Background: an optimization exercise with open tools, aiming at small area. Do not read the settings as production practice.
In this exercise RTL edits were held to simulation tests only and were not proved equivalent to the original.
Power and IR drop assume default switching activity.

// udp_stream_top
module udp_stream_top
(
    input  wire logic      m00_axis_aclk,
    input  wire logic      m00_axis_aresetn,
    input  wire logic      wr_valid,
    input  udp_regs_pkg::reg_addr_t      wr_addr,
    input  udp_regs_pkg::reg_data_t      wr_data,
    output logic           wr_ready,
    input  wire logic      rd_valid,
    input  udp_regs_pkg::reg_addr_t      rd_addr,
    output logic           rd_ready,
    output logic           rdata_valid,
    output udp_regs_pkg::reg_data_t      rdata,
    input  wire logic      rdata_ready,
    output logic           m00_axis_tvalid,
    output udp_frame_pkg::axis_data_t     m00_axis_tdata,
    output udp_frame_pkg::axis_keep_t     m00_axis_tkeep,
    output logic           m00_axis_tlast,
    input  wire logic      m00_axis_tready
);
    logic [31:0] pkt_delay;
    logic [47:0] dst_mac;
    logic [31:0] mac_lo_stage;
    logic [31:0] src_ip, dst_ip;
  ...
For scale: roughly 1,600 cells after synthesis, roughly 470 flip-flops, ~0.022 sq mm of cells after synthesis.
clock: 10.0 ns
lec_check: 0
cap_margin: 20
core_margin: 2
core_utilization: 60
slew_margin: 20
standard.sh (not shown) runs the stock make flow with config.mk's settings and CLKGATE_MAP_FILE= SYNTH_SCRIPT=/design/flow/synth_recipe.tcl, a recipe that flattens the netlist after the stock synthesis.
==> flow/flow/run.sh <==
#!/bin/bash
# Standard layout, with two changes: the port buffers are the smallest
# buffer cell, and the clock tree uses small clock buffers in larger
# sink clusters, without dummy loads.
set -euo pipefail
export BUFFER_PORTS_ARGS="-buffer_cell sky130_fd_sc_hd__buf_1"
export CTS_ARGS="-sink_clustering_enable -repair_clock_nets -buf_list sky130_fd_sc_hd__clkbuf_4 -sink_clustering_size 10 -sink_clustering_max_diameter 50 -dont_use_dummy_load"
bash standard.sh > standard_flow.log 2>&1
Rerun with:
--- a/flow/design.v
+++ b/flow/design.v
@@ -185,46 +185,46 @@
             h_mac   <= dst_mac;
             h_sip   <= src_ip;
             h_dip   <= dst_ip;
             h_sport <= src_port;
             h_dport <= dst_port;
         end
     end
     localparam logic [15:0] CS_K = 16'h84AF;
     logic [15:0] cs_a, cs_b, cs_c, cs_d;
     logic [15:0] s1, c1, s2, c2, s3, c3, x, y, r;
-    logic [15:0] ip_csum, csum_sum;
+    logic [15:0] ip_csum, gk, pk;
     always_comb begin
-        logic cy, g;
+        logic gp, pp;
         cs_a = h_sip[31:16]; cs_b = h_sip[15:0];
         cs_c = h_dip[31:16]; cs_d = h_dip[15:0];
         s1 = cs_a ^ cs_b ^ cs_c;
         c1 = (cs_a & cs_b) | (cs_a & cs_c) | (cs_b & cs_c);
         c1 = {c1[14:0], c1[15]};
         s2 = s1 ^ c1 ^ cs_d;
         c2 = (s1 & c1) | (s1 & cs_d) | (c1 & cs_d);
         c2 = {c2[14:0], c2[15]};
         s3 = s2 ^ c2 ^ CS_K;
         c3 = (s2 & c2) | (s2 & CS_K) | (c2 & CS_K);
         c3 = {c3[14:0], c3[15]};
         x = s3; y = c3;
-        g = 1'b0;
-        for (int i = 0; i < 16; i++) g = (x[i] & y[i]) | ((x[i] | y[i]) & g);
-        cy = g;
+        gp = 1'b0;
+        pp = 1'b1;
         for (int i = 0; i < 16; i++) begin
-            r[i] = x[i] ^ y[i] ^ cy;
-            cy = (x[i] & y[i]) | ((x[i] ^ y[i]) & cy);
-        end
-        csum_sum = ~r;
-    end
-    always_ff @(posedge m00_axis_aclk) begin
-        ip_csum <= csum_sum;
+            gk[i] = gp;
+            pk[i] = pp;
+            gp = (x[i] & y[i]) | ((x[i] ^ y[i]) & gp);
+            pp = pp & (x[i] ^ y[i]);
+        end
+        for (int i = 0; i < 16; i++)
+            r[i] = x[i] ^ y[i] ^ (gk[i] | (pk[i] & gp));
+        ip_csum = ~r;
     end
     logic [63:0] beat_data;
     logic bsel0, bsel3, bsel4;
     assign bsel0 = (beat_idx[4] & ~beat_idx[2] & beat_idx[1]);
     assign bsel3 = (beat_idx[4] & beat_idx[1] & ~beat_idx[0]);
     assign bsel4 = (beat_idx[4] & beat_idx[2] & beat_idx[1] & beat_idx[0]);
     assign beat_last = (beat_idx[4] & ~beat_idx[3]);
     assign beat_data[0] = (beat_idx[4] & beat_idx[3] & ~beat_idx[1] & ~beat_idx[0]) | (bsel0 & h_mac[40]) | (bsel3 & ip_csum[8]) | (bsel4 & h_dip[8]);
     assign beat_data[1] = (~beat_idx[4] & beat_idx[0]) | (beat_idx[4] & beat_idx[3] & ~beat_idx[1] & ~beat_idx[0]) | (bsel0 & h_mac[41]) | (bsel3 & ip_csum[9]) | (bsel4 & h_dip[9]);
     assign beat_data[2] = (~beat_idx[4] & ~beat_idx[1] & beat_idx[0]) | (~beat_idx[4] & beat_idx[1] & ~beat_idx[0]) | (bsel0 & h_mac[42]) | (bsel3 & ip_csum[10]) | (bsel4 & h_dip[10]);
Setup slack improved by 1.5 ns.
Cell count went down by 3.8%.
Area after synthesis drops by 3.4%.
Worst hold slack is better by 0.033 ns.
Clock power is lower by 5.6%.
Utilization went up by 0.18 points.
Sequential share of layout area increases by 0.19 points.
Critical path depth increases by 6.
Clock-buffer cell count came out lower by 3.
Synthesized cell count shrinks by about 5%.
Total power goes up by 1.9%.
First-iteration DRC count is higher by 43%.
Fmax goes up by 20%.
Routed wire length went down by about 3%.

-- what the ideal ports hide --
Ports are ideal in the flow. The routed layouts listed here were re-timed in OpenROAD.
Step 1 sets driving cells, clkbuf_16 on the clock port and buf_2 on the other inputs (assumed; they add their load-dependent delay and slew).
Step 2 also shifts input and output timing later by t, the mid clock arrival at the registers, as if the neighbouring blocks saw the same clock.
Three values: ideal ports, drivers, drivers and shift; two values: the first two.
run	t, ns	setup WS [ns]	worst setup path after step 2
the first run	0.847	0.758 / 0.758 / 0.758	register to register
the second run	0.774	2.276 / 2.305 / 1.531	input to register
After both steps every run listed still meets setup and hold. For the second run, which loses most, drivers alone change the setup slack by +0.029 ns; drivers and shift together by -0.745 ns.
